This is an optimization exercise on Yosys and OpenROAD, whose aim is small area, not a production implementation. Function was checked by simulation only, so behaviour that the tests miss may differ from the original.

==> flow/design.v <==
`default_nettype none
package speech_fe_pkg;
    typedef logic signed [15:0] sample_t;
    typedef logic [$clog2(4)-1:0] chan_t;
    typedef logic [$clog2(32)-1:0] idx_t;
    typedef struct packed {
        chan_t   chan;
        sample_t sample;
    } in_sample_s;
    typedef struct packed {
        chan_t   chan;
        idx_t    index;
        logic    last;
        sample_t sample;
    } win_sample_s;
    function automatic sample_t hamming_coef(input int k);
        case (k)
            0: hamming_coef = 16'sh0A3D;
            1: hamming_coef = 16'sh0B72;
            2: hamming_coef = 16'sh0F03;
            3: hamming_coef = 16'sh14CB;
            4: hamming_coef = 16'sh1C8E;
            5: hamming_coef = 16'sh25F9;
            6: hamming_coef = 16'sh30AB;
            7: hamming_coef = 16'sh3C34;
            8: hamming_coef = 16'sh481A;
            9: hamming_coef = 16'sh53E0;
            10: hamming_coef = 16'sh5F0C;
            11: hamming_coef = 16'sh6928;
            12: hamming_coef = 16'sh71CB;
            13: hamming_coef = 16'sh7899;
            14: hamming_coef = 16'sh7D4C;
            15: hamming_coef = 16'sh7FB2;
            16: hamming_coef = 16'sh7FB2;
            17: hamming_coef = 16'sh7D4C;
            18: hamming_coef = 16'sh7899;
            19: hamming_coef = 16'sh71CB;
            20: hamming_coef = 16'sh6928;
            21: hamming_coef = 16'sh5F0C;
            22: hamming_coef = 16'sh53E0;
            23: hamming_coef = 16'sh481A;
            24: hamming_coef = 16'sh3C34;
            25: hamming_coef = 16'sh30AB;
            26: hamming_coef = 16'sh25F9;
            27: hamming_coef = 16'sh1C8E;
            28: hamming_coef = 16'sh14CB;
            29: hamming_coef = 16'sh0F03;
            30: hamming_coef = 16'sh0B72;
            31: hamming_coef = 16'sh0A3D;
            default: hamming_coef = '0;
        endcase
    endfunction
endpackage
`default_nettype wire
`default_nettype none
module sample_router #(
    localparam int CH_W = $clog2(4)
) (
    input  logic                        clk,
    input  logic                        rst_n,
    input  logic                        in_valid,
    input  logic [CH_W+15:0]            in_data,
    output logic [4-1:0]     lane_wr,
    output logic signed [15:0]          lane_sample
);
    logic [4-1:0] wr_dec;
    logic                    tag_ok;
    logic [CH_W-1:0]         in_chan;
    assign in_chan = in_data[CH_W+15:16];
    assign tag_ok = int'(in_chan) < 4;
    always_comb begin
        wr_dec = '0;
        if (in_valid && tag_ok) begin
            wr_dec[in_chan] = 1'b1;
        end
    end
    always_ff @(posedge clk or negedge rst_n) begin
        if (!rst_n) begin
            lane_wr <= '0;
        end else begin
            lane_wr <= wr_dec;
        end
    end
    always_ff @(posedge clk) begin
        if (in_valid) begin
            lane_sample <= in_data[15:0];
        end
    end
endmodule
`default_nettype wire
`default_nettype none
module frame_lane (
    input  logic                                clk,
    input  logic                                rst_n,
    input  logic                                wr,
    input  logic signed [15:0]                  wr_sample,
    input  logic                                grant,
    output logic                                frame_ready,
    output logic                                rd_valid,
    output logic signed [15:0]                  rd_sample,
    output logic [$clog2(32)-1:0]    rd_index,
    output logic                                rd_last,
    output logic                                overrun
);
    localparam int RING_LEN = 2 * 32;
    localparam int PTR_W    = $clog2(RING_LEN);
    localparam int IDX_W    = $clog2(32);
    localparam logic signed [15:0] PREEMPH = 16'h7C29;
    logic signed [15:0] ring [0:RING_LEN-1];
    logic signed [15:0] coef_rom [0:32-1];
    logic signed [15:0] prev_sample;
    logic [PTR_W-1:0]   wr_ptr;
    logic [PTR_W-1:0]   base_ptr;
    logic [IDX_W-1:0]   hop_cnt;
    logic               first_done;
    logic               frame_done;
    logic               accept;
    logic signed [31:0] pe_prod;
    logic signed [16:0] pe_shift;
    logic signed [16:0] pe_diff;
    logic signed [15:0] pe_out;
    logic [IDX_W-1:0]   fetch_k;
    logic [PTR_W-1:0]   fetch_ptr;
    logic signed [31:0] win_prod;
    for (genvar k = 0; k < 32; k++) begin : g_coef
        assign coef_rom[k] = speech_fe_pkg::hamming_coef(k);
    end
    always_comb begin
        pe_prod  = PREEMPH * prev_sample;
        pe_shift = pe_prod[31:15];
        pe_diff  = {wr_sample[15], wr_sample} - pe_shift;
        if (pe_diff[16] != pe_diff[15]) begin
            pe_out = pe_diff[16] ? 16'sh8000 : 16'sh7FFF;
        end else begin
            pe_out = pe_diff[15:0];
        end
    end
    assign frame_done = wr && (first_done ? (hop_cnt == IDX_W'(16 - 1))
                                          : (hop_cnt == IDX_W'(32 - 1)));
    assign accept = frame_done && !frame_ready && !rd_valid;
    always_ff @(posedge clk or negedge rst_n) begin
        if (!rst_n) begin
            prev_sample <= '0;
            wr_ptr      <= '0;
            hop_cnt     <= '0;
            first_done  <= 1'b0;
        end else if (wr) begin
            prev_sample <= wr_sample;
            wr_ptr      <= wr_ptr + 1'b1;
            if (frame_done) begin
                hop_cnt    <= '0;
                first_done <= 1'b1;
            end else begin
                hop_cnt <= hop_cnt + 1'b1;
            end
        end
    end
    always_ff @(posedge clk) begin
        if (wr) begin
            ring[wr_ptr] <= pe_out;
        end
    end
    always_ff @(posedge clk) begin
        if (accept) begin
            base_ptr <= wr_ptr - PTR_W'(32 - 1);
        end
    end
    always_ff @(posedge clk or negedge rst_n) begin
        if (!rst_n) begin
            frame_ready <= 1'b0;
            overrun     <= 1'b0;
        end else begin
            if (accept) begin
                frame_ready <= 1'b1;
            end else if (grant) begin
                frame_ready <= 1'b0;
            end
            if (frame_done && (frame_ready || rd_valid)) begin
                overrun <= 1'b1;
            end
        end
    end
    assign fetch_k   = rd_valid ? rd_index + 1'b1 : '0;
    assign fetch_ptr = base_ptr + PTR_W'(fetch_k);
    assign win_prod  = ring[fetch_ptr] * coef_rom[fetch_k];
    always_ff @(posedge clk or negedge rst_n) begin
        if (!rst_n) begin
            rd_valid <= 1'b0;
            rd_index <= '0;
            rd_last  <= 1'b0;
        end else if (grant) begin
            rd_valid <= 1'b1;
            rd_index <= '0;
            rd_last  <= 1'b0;
        end else if (rd_valid) begin
            rd_valid <= !rd_last;
            rd_index <= rd_index + 1'b1;
            rd_last  <= !rd_last && (rd_index == IDX_W'(32 - 2));
        end
    end
    always_ff @(posedge clk) begin
        if (grant || rd_valid) begin
            rd_sample <= win_prod[30:15];
        end
    end
endmodule
`default_nettype wire
`default_nettype none
module frame_arbiter #(
    localparam int N     = 4,
    localparam int CH_W  = $clog2(4),
    localparam int IDX_W = $clog2(32)
) (
    input  logic                    clk,
    input  logic                    rst_n,
    input  logic [N-1:0]            frame_ready,
    output logic [N-1:0]            grant,
    input  logic [N-1:0]            rd_valid,
    input  logic [N*16-1:0]         rd_sample,
    input  logic [N*IDX_W-1:0]      rd_index,
    input  logic [N-1:0]            rd_last,
    output logic                    out_valid,
    output logic [CH_W+IDX_W+16:0]  out_data
);
    logic            busy;
    logic [CH_W-1:0] cur;
    logic [CH_W-1:0] cand;
    logic [CH_W-1:0] pick;
    logic            found;
    logic            start;
    logic            stream_last;
    always_comb begin
        pick  = cur;
        cand  = cur;
        found = 1'b0;
        for (int i = 1; i <= N; i++) begin
            cand = CH_W'((int'(cur) + i) % N);
            if (!found && frame_ready[cand]) begin
                pick  = cand;
                found = 1'b1;
            end
        end
    end
    assign start       = !busy && found;
    assign stream_last = rd_valid[cur] && rd_last[cur];
    always_ff @(posedge clk or negedge rst_n) begin
        if (!rst_n) begin
            busy      <= 1'b0;
            cur       <= CH_W'(N - 1);
            grant     <= '0;
            out_valid <= 1'b0;
        end else begin
            grant     <= '0;
            out_valid <= busy && rd_valid[cur];
            if (start) begin
                busy        <= 1'b1;
                cur         <= pick;
                grant[pick] <= 1'b1;
            end else if (busy && stream_last) begin
                busy <= 1'b0;
            end
        end
    end
    always_ff @(posedge clk) begin
        if (busy && rd_valid[cur]) begin
            out_data <= {cur, rd_index[cur*IDX_W +: IDX_W], rd_last[cur],
                         rd_sample[cur*16 +: 16]};
        end
    end
endmodule
`default_nettype wire
`default_nettype none
module speech_fe_top (
    input  logic                        clk,
    input  logic                        rst_n,
    input  logic                        in_valid,
    input  logic [$clog2(4)+15:0] in_data,
    output logic                        out_valid,
    output logic [$clog2(4)+$clog2(32)+16:0] out_data,
    output logic [4-1:0]     overrun
);
    localparam int N     = 4;
    localparam int IDX_W = $clog2(32);
    logic [N-1:0]         lane_wr;
    logic signed [15:0]   lane_sample;
    logic [N-1:0]         frame_ready;
    logic [N-1:0]         grant;
    logic [N-1:0]         rd_valid;
    logic [N-1:0]         rd_last;
    logic [N*16-1:0]      rd_sample;
    logic [N*IDX_W-1:0]   rd_index;
    sample_router u_router (
        .clk         (clk),
        .rst_n       (rst_n),
        .in_valid    (in_valid),
        .in_data     (in_data),
        .lane_wr     (lane_wr),
        .lane_sample (lane_sample)
    );
    for (genvar i = 0; i < N; i++) begin : g_lane
        frame_lane u_lane (
            .clk         (clk),
            .rst_n       (rst_n),
            .wr          (lane_wr[i]),
            .wr_sample   (lane_sample),
            .grant       (grant[i]),
            .frame_ready (frame_ready[i]),
            .rd_valid    (rd_valid[i]),
            .rd_sample   (rd_sample[i*16 +: 16]),
            .rd_index    (rd_index[i*IDX_W +: IDX_W]),
            .rd_last     (rd_last[i]),
            .overrun     (overrun[i])
        );
    end
    frame_arbiter u_arbiter (
        .clk         (clk),
        .rst_n       (rst_n),
        .frame_ready (frame_ready),
        .grant       (grant),
        .rd_valid    (rd_valid),
        .rd_sample   (rd_sample),
        .rd_index    (rd_index),
        .rd_last     (rd_last),
        .out_valid   (out_valid),
        .out_data    (out_data)
    );
endmodule
`default_nettype wire
==> flow/run.sh <==
#!/bin/bash
# synth_recipe.tcl (not shown) runs the flow's synth.tcl, then flattens the netlist and writes it again
# the make line also repeats each setting of config.mk as NAME=value (left out here)
make -C /OpenROAD-flow-scripts/flow DESIGN_CONFIG=/design/flow/config.mk WORK_HOME=/design/flow/orfs CLKGATE_MAP_FILE= SYNTH_SCRIPT=/design/flow/synth_recipe.tcl finish
==> flow/config.mk <==
export PLATFORM = sky130hd
export DESIGN_NAME = speech_fe_top
export DESIGN_NICKNAME = speech_fe_top
export VERILOG_FILES = /design/flow/design.v
export SDC_FILE = /design/flow/constraint.sdc
export NUM_CORES = 4
export LEC_CHECK = 0
export CAP_MARGIN = 20
export CORE_MARGIN = 2
export CORE_UTILIZATION = 40
export PLACE_DENSITY = 0.6
export SLEW_MARGIN = 20
==> flow/constraint.sdc <==
create_clock -name core_clock -period 12.5 [get_ports {clk}]
set_input_delay 2.5000 -clock core_clock [delete_from_list [all_inputs] [get_ports {clk}]]
set_output_delay 2.5000 -clock core_clock [all_outputs]
set_load 0.01 [all_outputs]
==> out/results.tsv <==
metric	value	unit
fmax	0.0834	GHz
yosys_warnings	4	
timing.critical_path.mode_cell	fa_1	
synthTopCellsByArea	edfxtp_1, fa_1, mux4_2	
hpwl	382	mm
r2r-end	g_lane[2].u_lane.rd_sample[15]	
synth_cells	14700	
io_pins	50	
slowest_stage	fa_4	
post-route-period-util	95.9	%
end_kind	register	
grt_pass1_vias	129000	
rsz0062_at_grt	no	
core-area	564000	um^2
cts.sinks	4384	
fp-row-count	276	
synth_ff_type	edfxtp_1	
globalplace.congestion	0.890	
fin_tns_setup	0	ns
grt_overflow	0	
hold_class	register to register	
die_w	756	um
synth_top_area_share	56.0	%
preCtsSetupSlack	0.491	ns
grt_max_degree	97	
synth_area	226000	um^2
wire_per_inst	25.1	um
final_cells	23100	
synth_nets	16900	
critPathLaunchType	register	
firstDrtPassIters	6	
synth_edf_count	4224	
finalSetupViolCount	0	
cts-root-buf	clkbuf_16	
wl	580	mm
worstPathMaxFanout	34	
maxSlewViolCount	0	
avgSynthCellArea	15.4	um^2
relSlewSlack	25.9	%
skew	0.0800	ns
cap_violations	0	
synth-async-reset-ratio	3.65	%
worstSetupPathType	register to register	
synth.largest_area_cell	edfxtp_1	
synth.distinct_cells	101	
r2r_slack	0.51	ns
synthTopCellsByCount	edfxtp_1, inv_1, fa_1	
crit_required	13.31	ns
r2r-start	g_lane[2].u_lane.rd_index[0]	
outcome	timing/DRC/antenna clean	
ys_ff_latch	4384	
viasPerCell	5.42	
antenna_found_initial	35	
grt_pass1_wl	867	mm
fp.dieH	756	um
min_to	g_lane[1].u_lane.overrun	
yosysMostFrequentCell	edfxtp_1	
worstRegToRegCells	34	
drive_gt1_share	17.1	%
worst_pin_slew	1.11	ns
ys_seq_area_share	57.8	%
drt_iter0_drc	12100	
htreeDepth	5	
numCtsBuffers	452	
hold_path_depth	1	
final.setup.worst_slack	0.513	ns
io_buffers	49	
hold_violations	0	
clockBufferDepth	4	
grt_use_total	20.2	%
num-nets-final	17300	
clock_latency	1.06	ns
cts.clk_slew.worst_paths	0.07	ns
max_stage_delay	1.24	ns
cts_tree	done	
fillers	49200	
area_growth	12.4	%
drc_errors	0	
dp.cells	22200	
die_area	572000	um^2
vias	125000	
fin_crit	11.99	ns
cp.arrival	12.80	ns
start_util	40.1	%
post-route-util	45.1	%
min_from	g_lane[1].u_lane.overrun	
drt.antenna.violating_nets	0	
==> worst max-delay path: cells and delay by family, from the launching register on <==
kind | cells | cell delay (ns)
xor+xnor | 1 | 0.09
buf+inv | 6 | 0.88
simple gates | 5 | 0.82
mux | 1 | 0.32
flops | 1 | 0.75
fa+ha+maj | 9 | 4.84
compound gates | 12 | 3.95
==> logic make-up after synthesis <==
kind of cell / share of synthesized area (%)
XOR/XNOR: 1.25
flip-flops: 57.8
adder cells (fa/ha/maj): 16.0
multiplexers: 11.3
AND/OR/NAND/NOR: 6.04
buffers and inverters: 3.90
AO/OA/AOI/OAI: 3.75
==> per-layer routing <==
metal / global-route usage (%) / wire (um) / up-vias
met4: 4.82 / 14300 / 8
li1: - / - / 54500
met2: 32.9 / 276000 / 4061
met3: 2.76 / 37100 / 691
met5: 0 / 50 / -
met1: 28.8 / 252000 / 65800
==> registers in the layout, summed over array words and instances (netlist names), 2 cells and up <==
register,flops
g_lane.u_lane.overrun,4
g_lane.u_lane.frame_ready,4
u_arbiter.out_data,24
u_router.lane_sample,16
g_lane.u_lane.prev_sample,64
g_lane.u_lane.ring,4096
g_lane.u_lane.rd_valid,4
g_lane.u_lane.hop_cnt,20
u_router.lane_wr,4
g_lane.u_lane.first_done,4
g_lane.u_lane.rd_index,20
g_lane.u_lane.wr_ptr,24
u_arbiter.grant,4
u_arbiter.cur,2
g_lane.u_lane.rd_sample,64
g_lane.u_lane.base_ptr,24
g_lane.u_lane.rd_last,4
==> timing repair <==
| item | CTS | global route |
|---|---|---|
| gates resized for setup | 0 | 4 |
| buffers inserted | 0 | 4 |
| setup endpoints to repair | 0 | 7 |
| hold buffers | 0 | 0 |
==> layout make-up <==
cell class	instances	area (um^2)	area share (%)
flip-flops and latches	4384	131000	51.4
multi-input cells	8030	87600	34.4
clock buffers	567	11900	4.67
well taps	7506	9390	3.69
inverters	1645	6180	2.43
repair buffers	667	5800	2.28
clock inverters	281	2780	1.09
diodes	17	42.5	0.0167
==> per-stage QoR <==
step                hold slack, ns  cell area, um^2
floorplan                    0.444           226000
global placement             0.475           240000
detailed placement           0.476           240000
CTS                          0.497           254000
global route                 0.520           255000
finish                       0.485           255000
==> how the worst max path moves through the flow <==
stage | startpoint | end | slack [ns] | cells after the start
4_1_cts | g_lane[0].u_lane.rd_index[0] | g_lane[0].u_lane.rd_sample[15] | 0.43 | 38
3_5_place_dp | g_lane[2].u_lane.rd_index[0] | g_lane[2].u_lane.rd_sample[15] | 0.49 | 35
2_1_floorplan | g_lane[3].u_lane.rd_index[0] | g_lane[3].u_lane.rd_sample[15] | 1.29 | 41
3_3_place_gp | g_lane[0].u_lane.rd_index[0] | g_lane[0].u_lane.rd_sample[15] | 0.44 | 38
5_1_grt | g_lane[2].u_lane.rd_index[0] | g_lane[2].u_lane.rd_sample[15] | 0.04 | 34
6_report | g_lane[2].u_lane.rd_index[0] | g_lane[2].u_lane.rd_sample[15] | 0.51 | 34
==> cells in the final DEF (no fill, tap or decap), drive strengths merged, types with 62 or more instances in the layout <==
cell,instances
a211oi,149
a21o,132
a21oi,286
a311oi,85
a31oi,76
and3,132
buf,619
clkbuf,567
clkinv,205
dfrtp,158
edfxtp,4224
fa,1223
ha,924
inv,1660
mux2i,139
mux4,1049
nand2,1187
nand2b,155
nand3,169
nor2,932
nor2b,161
nor3,63
o21a,62
o21ai,205
or2,115
xnor2,218
xor2,100

port drivers added, routing unchanged:
No port has a modelled driver above. Below, the same layout with a new extraction and two added sets of constraints.
Step 1: set_driving_cell puts a clkbuf_16 on clk and a buf_2 on each other input, an assumption about the parent block.
Step 2, shift: input delay + t, output delay - t, t = (earliest + latest rising clock arrival at the registers) / 2. This alone moves slack from input paths to output paths.
a / b / c = ideal / step 1 / step 2; a / b = the first two.
t (ns): 1.134
slack for setup (ns): 0.513 / 0.513 / 0.513
worst register clock-pin slew, ns: 0.07 / 0.07
After both steps setup and hold are still met in this run. The setup slack of this run moves by 0.000 ns with the drivers and by 0.000 ns with both steps.
